This design comes from an exercise in tuning for small area on the open sky130 flow, not from production work.
The RTL was checked by simulation tests, not by an equivalence proof against the original design.
Power is estimated from default activity; no workload was simulated.

==> flow/config.mk <==
export PLATFORM = sky130hd
export DESIGN_NAME = reg_file_sb
export DESIGN_NICKNAME = reg_file_sb
export VERILOG_FILES = /design/flow/design.v
export SDC_FILE = /design/flow/constraint.sdc
export NUM_CORES = 4
export LEC_CHECK = 0
export CAP_MARGIN = 20
export CORE_MARGIN = 2
export CORE_UTILIZATION = 40
export SLEW_MARGIN = 20
export SYNTH_HIERARCHICAL = 1
==> flow/constraint.sdc <==
create_clock -name core_clock -period 7.0 [get_ports {clk}]
set_input_delay 1.4000 -clock core_clock [delete_from_list [all_inputs] [get_ports {clk}]]
set_output_delay 1.4000 -clock core_clock [all_outputs]
set_load 0.01 [all_outputs]
==> flow/design.v <==
package reg_file_pkg;
    typedef enum logic [0:0] {
        ST_INIT = 1'b0,    
        ST_RUN  = 1'b1     
    } state_t;
    localparam int ZERO_REG = 0;
endpackage
module reg_file_scoreboard
#(
    parameter int DEPTH = 16
) (
    input  logic [DEPTH-1:1] pending,
    input  logic [DEPTH-1:1] a_q,
    input  logic [DEPTH-1:1] b_q,
    output logic             a_busy,
    output logic             b_busy
);
    assign a_busy = |(a_q & pending);
    assign b_busy = |(b_q & pending);
endmodule
import reg_file_pkg::*;
module reg_file_sb
#(
    parameter int DATA_WIDTH = 64,
    parameter int ADDR_WIDTH = 4,
    parameter int BYPASS     = 1
) (
    input  logic                  clk,
    input  logic                  rst,
    output logic                  ready,
    input  logic                  wena,
    input  logic [ADDR_WIDTH-1:0] waddr,
    input  logic [DATA_WIDTH-1:0] wdata,
    input  logic                  resv_en,
    input  logic [ADDR_WIDTH-1:0] resv_addr,
    input  logic [ADDR_WIDTH-1:0] r0addr,
    input  logic [ADDR_WIDTH-1:0] r1addr,
    output logic [DATA_WIDTH-1:0] r0data,
    output logic [DATA_WIDTH-1:0] r1data,
    output logic                  r0busy,
    output logic                  r1busy,
    output reg_file_pkg::state_t  state_dbg
);
    localparam int DEPTH = 1 << ADDR_WIDTH;
    logic [ADDR_WIDTH-1:0] cnt;
    logic                  rdy;
    assign rdy = &cnt;
    always_ff @(posedge clk) begin
        if (rst)       cnt <= '0;
        else if (!rdy) cnt <= cnt + 1'b1;
    end
    assign ready     = rdy;
    assign state_dbg = reg_file_pkg::state_t'(rdy);
    logic [DEPTH-1:1] w_oh, s_oh;
    always_comb begin
        for (int i = 1; i < DEPTH; i++) begin
            w_oh[i] = wena    && (waddr     == i);
            s_oh[i] = resv_en && (resv_addr == i) && rdy;
        end
    end
    logic [DATA_WIDTH-1:0] regs [1:DEPTH-1];
    logic [DEPTH-1:1]      valid;
    logic [DEPTH-1:1]      pending;
    localparam int HALF = DATA_WIDTH / 2;
    logic [DEPTH-1:1] w_lo, w_hi;
    for (genvar i = 1; i < DEPTH; i++) begin : g_we
        reg_file_and2 u_lo (.a (wena), .b (waddr == i), .y (w_lo[i]));
        reg_file_and2 u_hi (.a (wena), .b (waddr == i), .y (w_hi[i]));
    end
    always_ff @(posedge clk) begin
        for (int i = 1; i < DEPTH; i++) begin
            if (w_lo[i]) regs[i][HALF-1:0]          <= wdata[HALF-1:0];
            if (w_hi[i]) regs[i][DATA_WIDTH-1:HALF] <= wdata[DATA_WIDTH-1:HALF];
        end
    end
    always_ff @(posedge clk) begin
        if (rst || !rdy) valid <= '0;
        else             valid <= valid | w_oh;
    end
    always_ff @(posedge clk) begin
        if (rst) pending <= '0;
        else     pending <= (pending & ~w_oh) | s_oh;
    end
    logic             a_hit, b_hit, a_en, b_en, a_byp, b_byp;
    logic [DEPTH-1:1] a_q, b_q;
    assign a_hit = wena && (waddr == r0addr);
    assign b_hit = wena && (waddr == r1addr);
    assign a_en  = rdy && !a_hit;
    assign b_en  = rdy && !b_hit;
    assign a_byp = a_hit && (r0addr != '0);
    assign b_byp = b_hit && (r1addr != '0);
    always_comb begin
        for (int i = 1; i < DEPTH; i++) begin
            a_q[i] = a_en && (r0addr == i);
            b_q[i] = b_en && (r1addr == i);
        end
    end
    logic [DEPTH-1:1] a_sel_lo, a_sel_hi, b_sel_lo, b_sel_hi;
    logic             a_byp_lo, a_byp_hi, b_byp_lo, b_byp_hi;
    for (genvar i = 1; i < DEPTH; i++) begin : g_sel
        reg_file_and2 u_a_lo (.a (a_q[i]), .b (valid[i]), .y (a_sel_lo[i]));
        reg_file_and2 u_a_hi (.a (a_q[i]), .b (valid[i]), .y (a_sel_hi[i]));
        reg_file_and2 u_b_lo (.a (b_q[i]), .b (valid[i]), .y (b_sel_lo[i]));
        reg_file_and2 u_b_hi (.a (b_q[i]), .b (valid[i]), .y (b_sel_hi[i]));
    end
    reg_file_and2 u_ab_lo (.a (rdy), .b (a_byp), .y (a_byp_lo));
    reg_file_and2 u_ab_hi (.a (rdy), .b (a_byp), .y (a_byp_hi));
    reg_file_and2 u_bb_lo (.a (rdy), .b (b_byp), .y (b_byp_lo));
    reg_file_and2 u_bb_hi (.a (rdy), .b (b_byp), .y (b_byp_hi));
    reg_file_scoreboard #(.DEPTH(DEPTH)) u_sb (
        .pending (pending),
        .a_q     (a_q),
        .b_q     (b_q),
        .a_busy  (r0busy),
        .b_busy  (r1busy)
    );
    for (genvar b = 0; b < DATA_WIDTH; b++) begin : g_bit
        logic [DEPTH-1:1] col;
        for (genvar i = 1; i < DEPTH; i++) begin : g_col
            assign col[i] = regs[i][b];
        end
        reg_file_rdbit #(.N(DEPTH-1)) u_r0 (
            .sel (b < HALF ? a_sel_lo : a_sel_hi), .d (col),
            .byp (b < HALF ? a_byp_lo : a_byp_hi), .wd (wdata[b]), .y (r0data[b])
        );
        reg_file_rdbit #(.N(DEPTH-1)) u_r1 (
            .sel (b < HALF ? b_sel_lo : b_sel_hi), .d (col),
            .byp (b < HALF ? b_byp_lo : b_byp_hi), .wd (wdata[b]), .y (r1data[b])
        );
    end
endmodule
module reg_file_rdbit
#(
    parameter int N = 15
) (
    input  logic [N-1:0] sel,
    input  logic [N-1:0] d,
    input  logic         byp,
    input  logic         wd,
    output logic         y
);
    logic [4:0] t_n;    
    logic       b_n;    
    logic       lo;     
    for (genvar g = 0; g < 5; g++) begin : g_aoi
        reg_file_aoi222 u_aoi (
            .a0 (sel[3*g]),   .b0 (d[3*g]),
            .a1 (sel[3*g+1]), .b1 (d[3*g+1]),
            .a2 (sel[3*g+2]), .b2 (d[3*g+2]),
            .y  (t_n[g])
        );
    end
    reg_file_nand2 u_byp (.a (byp), .b (wd), .y (b_n));
    reg_file_nand3 u_lo  (.a (t_n[0]), .b (t_n[1]), .c (t_n[2]), .y (lo));
    reg_file_nand4b u_out (.a_n (lo), .b (t_n[3]), .c (t_n[4]), .d (b_n), .y (y));
endmodule
module reg_file_aoi222 (
    input  logic a0, b0, a1, b1, a2, b2,
    output logic y
);
    assign y = ~((a0 & b0) | (a1 & b1) | (a2 & b2));
endmodule
module reg_file_and2 (
    input  logic a, b,
    output logic y
);
    assign y = a & b;
endmodule
module reg_file_nand2 (
    input  logic a, b,
    output logic y
);
    assign y = ~(a & b);
endmodule
module reg_file_nand3 (
    input  logic a, b, c,
    output logic y
);
    assign y = ~(a & b & c);
endmodule
module reg_file_nand4b (
    input  logic a_n, b, c, d,
    output logic y
);
    assign y = ~(~a_n & b & c & d);
endmodule
==> flow/flow/run.sh <==
#!/bin/bash
# Standard layout (standard.sh) with three changes, passed as ORFS variables:
#  - port buffers use the smallest buffer (buf_1) instead of the resizer's pick
#  - CTS: clkbuf_16 only, larger sink clusters, no dummy loads
#  - after global route, downsize gates on paths with positive slack
# Each ORFS step writes its full log under orfs/logs/; make's output goes to
# standard.log.
cp standard.sh standard_sh.log
export BUFFER_PORTS_ARGS="-buffer_cell sky130_fd_sc_hd__buf_1"
export CTS_ARGS="-sink_clustering_enable -repair_clock_nets -buf_list sky130_fd_sc_hd__clkbuf_16 -sink_clustering_size 30 -sink_clustering_max_diameter 100 -dont_use_dummy_load"
export RECOVER_POWER=100
bash standard.sh > standard.log 2>&1
==> flow/standard.sh <==
#!/bin/bash
# synth_recipe.tcl (not shown) runs the flow's synth.tcl, then flattens the netlist and writes it again
# the make line also repeats each setting of config.mk as NAME=value (left out here)
make -C /OpenROAD-flow-scripts/flow DESIGN_CONFIG=/design/flow/config.mk WORK_HOME=/design/flow/orfs CLKGATE_MAP_FILE= SYNTH_SCRIPT=/design/flow/synth_recipe.tcl "${@:-finish}"
==> flow_summary.json <==
{
  "slew_viol_final": 882,
  "grt_pass1_vias": 28999,
  "hold_class": "reg2reg",
  "cts-root-buf": "clkbuf_16",
  "fin_setup_tns_ps": 0,
  "worst_pin_slew_ps": 3580,
  "endpoint_kind": "output pin",
  "synth_seq_area_share_pct": 73.3,
  "viasPerCell": 7.49,
  "crit_required_ps": 5600,
  "p_per_area_nw_per_um2": 220,
  "synth_edf_count": 960,
  "yosysUniqueCellTypes": 41,
  "nets": 2772,
  "ioPinCount": 216,
  "drt_first_pass_iters": 14,
  "path_class": "in2out",
  "grt_pass1_wl_um": 201000,
  "netlist_instances": 2359,
  "cts_sinks": 994,
  "vias": 29887,
  "crit_chain": "clkbuf_1 > xor2_1 > nor3_4 > a21oi_1 > and2_0 > buf_4 > a222oi_1 > nand3_1 > nand4b_1 > buf_1",
  "std_cell_rows": 116,
  "ant_nets": 0,
  "place_area_um2": 43300,
  "cts_setup_buffers": 0,
  "status": "complete, but fails checks",
  "io_buffers": 215,
  "p_leak_nw": 13.1,
  "synth_fp_nets": 2444,
  "setup_violations": 0,
  "post_cts_resized": 0,
  "syn_area_um2": 40300,
  "yosysWarnings": 8,
  "grt-ovfl-total": 0,
  "ys_seq_elements": 994,
  "cp_max_fo": 16,
  "period_share_pct": 96.0,
  "arrival_ps": 5320,
  "drcViolationCount": 0,
  "grt_antenna_before_repair": 19,
  "ys.flop_type": "edfxtp_1",
  "regArea_um2": 29500,
  "multi_input_area_um2": 10500,
  "gp_congestion": 0.966,
  "fin_cells": 3991,
  "worst-path-buf-inv": 3,
  "cts_buffers": 41,
  "dr.first_iter.drc_count": 7622,
  "dp.cells": 3942,
  "place.detailed.hpwl_um": 81900,
  "path_clk_slew_ps": 60,
  "cts_tree": "yes",
  "postCtsHoldBufs": 0,
  "initial_utilization_pct": 40.3,
  "die_w_um": 321,
  "core_um2": 100000,
  "htree_num_levels": 2,
  "syn_area_per_cell_um2": 17.1,
  "cp_slowest_cell": "clkbuf_1",
  "wl_per_cell_um": 36.2,
  "design_area_um2": 44200,
  "period_needed_ps": 6720,
  "syn_to_final_growth_pct": 9.82,
  "n_fill_cell": 8719,
  "crit_path_start_kind": "primary input",
  "drv_cap": 31,
  "crit_family": "simple AND/OR/NAND/NOR gates",
  "fmax_ghz": 0.149,
  "slowest_delay_ps": 720,
  "hold_viol": 0,
  "rsz0062_at_grt": "false",
  "cts.path.max_buffers": 3,
  "async_reset_ff_share_pct": 0,
  "ir_worst_vdd_v": 0.000189,
  "track_usage_pct": 26.7,
  "clock_latency_ps": 660,
  "clock_skew_ps": 67.1,
  "dieHeight_um": 321,
  "grt_start_max_net_pins": 35,
  "routed_wl_um": 144000,
  "dieArea_um2": 103000,
  "relSlewSlack_pct": -139,
  "violatedChecks": "capacitance limit, slew limit",
  "layout-drive-gt1-share_pct": 5.66
}
-- placed cells by master, fill, tap and decap left out, types with 3 or more instances in the layout --
cell type / Yosys / routed
edfxtp_1: 960 / 960
a222oi_1: 642 / 642
buf_1: 1 / 148
nand3_1: 147 / 147
nand2_1: 138 / 138
nand4b_1: 130 / 130
clkbuf_1: 1 / 97
buf_4: 6 / 68
clkbuf_16: 0 / 41
and2_1: 96 / 38
and2_2: 0 / 34
dfxtp_1: 34 / 34
a21oi_1: 29 / 29
and2_0: 0 / 22
nor2_1: 21 / 21
nor3_1: 17 / 17
inv_1: 16 / 16
nand4_1: 15 / 15
o32ai_1: 15 / 15
o21a_1: 15 / 15
diode_2: 0 / 8
a22oi_1: 8 / 8
xor2_1: 7 / 7
nor2b_1: 7 / 7
nand2b_1: 6 / 6
and3_1: 5 / 5
nor4_1: 3 / 3
-- final timing paths --
path	depth (start not counted)	from	slack, ps	endpoint
min reg2reg	2	pending[11]$_SDFF_PP0_	510	pending[11]$_SDFF_PP0_
min	2	pending[11]$_SDFF_PP0_	510	pending[11]$_SDFF_PP0_
max	10	waddr[0]	280	r0data[14]
max reg2reg	4	cnt[0]$_SDFFE_PP0N_	4770	pending[11]$_SDFF_PP0_
-- cell type report --
cell class | instances | share of cell area (%)
tap | 1298 | 3.67
sequential | 994 | 66.7
antenna | 8 | 0.0453
timing repair buffer | 315 | 3.26
clock buffer | 41 | 2.32
multi-input combinational | 1319 | 23.8
inverter | 16 | 0.136
-- cell usage after synthesis, drive strengths merged, types with 4 or more instances --
cell type    n  area, um^2
and2        96         601
and3         5        31.3
clkbuf       4        27.5
o32ai       15         131
nor3        19         118
inv         16        60.1
nand4b     130        1140
nand4       15        93.8
edfxtp     960       28800
a21oi       30         154
nor2        21        78.8
nand3      147         736
dfxtp       34         681
nand2      138         518
xor2         7        61.3
o21a        15         113
nand2b       6        37.5
buf         26         175
a222oi     642        6430
a22oi        8        60.1
nor2b        7        43.8
-- power breakdown --
group / internal, mW / switching, mW
combinational: 0.0280 / 0.191
clock: 1.06 / 1.75
sequential: 6.64 / 0.0560
-- worst reg2reg max path, cell delays in order, from the launching register on --
cell	delay, ps
dfxtp_1	420
ha_1	250
and4b_1	770
nand4b_1	420
o32ai_1	210
-- kinds of logic after synthesis --
family,Yosys count,synth area share [%]
multiplexers,1,0.0249
buffers and inverters,46,0.653
XOR/XNOR,9,0.196
adder cells (fa/ha/maj),1,0.0311
AO/OA/AOI/OAI,716,17.2
flip-flops,994,73.3
AND/OR/NAND/NOR,592,8.58
-- modules after synthesis, one instance, submodules excluded, a selection --
module	flip-flops and latches	times used	cells
reg_file_and2	0	94	1
reg_file_aoi222	0	640	1
reg_file_nand2	0	128	1
reg_file_nand3	0	128	1
reg_file_nand4b	0	128	1
reg_file_sb	994	1	1223
-- state kept, by name, indices dropped and copies added (netlist names) --
name,cells
regs,960
cnt,4
pending,15
valid,15
-- through the flow --
| stage | worst slack (ps) | utilization (%) | power (mW) | hold slack [ps] |
|---|---|---|---|---|
| 3_3_place_gp | 745 | 43.3 | 7.02 | 488 |
| 3_5_place_dp | 723 | 43.3 | 7.04 | 497 |
| 2_1_floorplan | 2250 | - | 6.88 | 465 |
| 5_1_grt | 243 | 44.2 | 9.96 | 538 |
| 4_1_cts | 712 | 44.3 | 9.74 | 507 |
| 6_report | 283 | 44.2 | 9.73 | 513 |
-- routing by layer --
layer / routed length, um / up-vias / GRT usage (%)
met5: 178 / - / 0.426
met1: 50000 / 14800 / 35.2
met2: 65000 / 2762 / 41.6
li1: - / 11868 / -
met3: 22700 / 435 / 7.06
met4: 6600 / 22 / 11.4

## static timing again, ports no longer ideal
No port has a modelled driver above. Below, the same layout with a new extraction and two added sets of constraints.
Step 1 assumes that a clkbuf_16 drives the clock port and a buf_2 every other input.
Step 2 moves the port delays by t, midway between the first and last clock arrival at a register: inputs arrive t later, outputs are due t later. That takes back most of the time a late clock gives input paths.
Slacks: no drivers / after step 1 / after step 2; pairs: no drivers / after step 1.
shift t [ns]: 0.692
setup slack, ns: 0.283 / 0.248 / 0.248
worst setup path at the end: input to output
worst slew at a driven data input, ns: 0.17
pins driven straight from the clock port: 1
For this run, drivers alone change the setup slack by -0.035 ns; drivers and shift together by -0.035 ns.
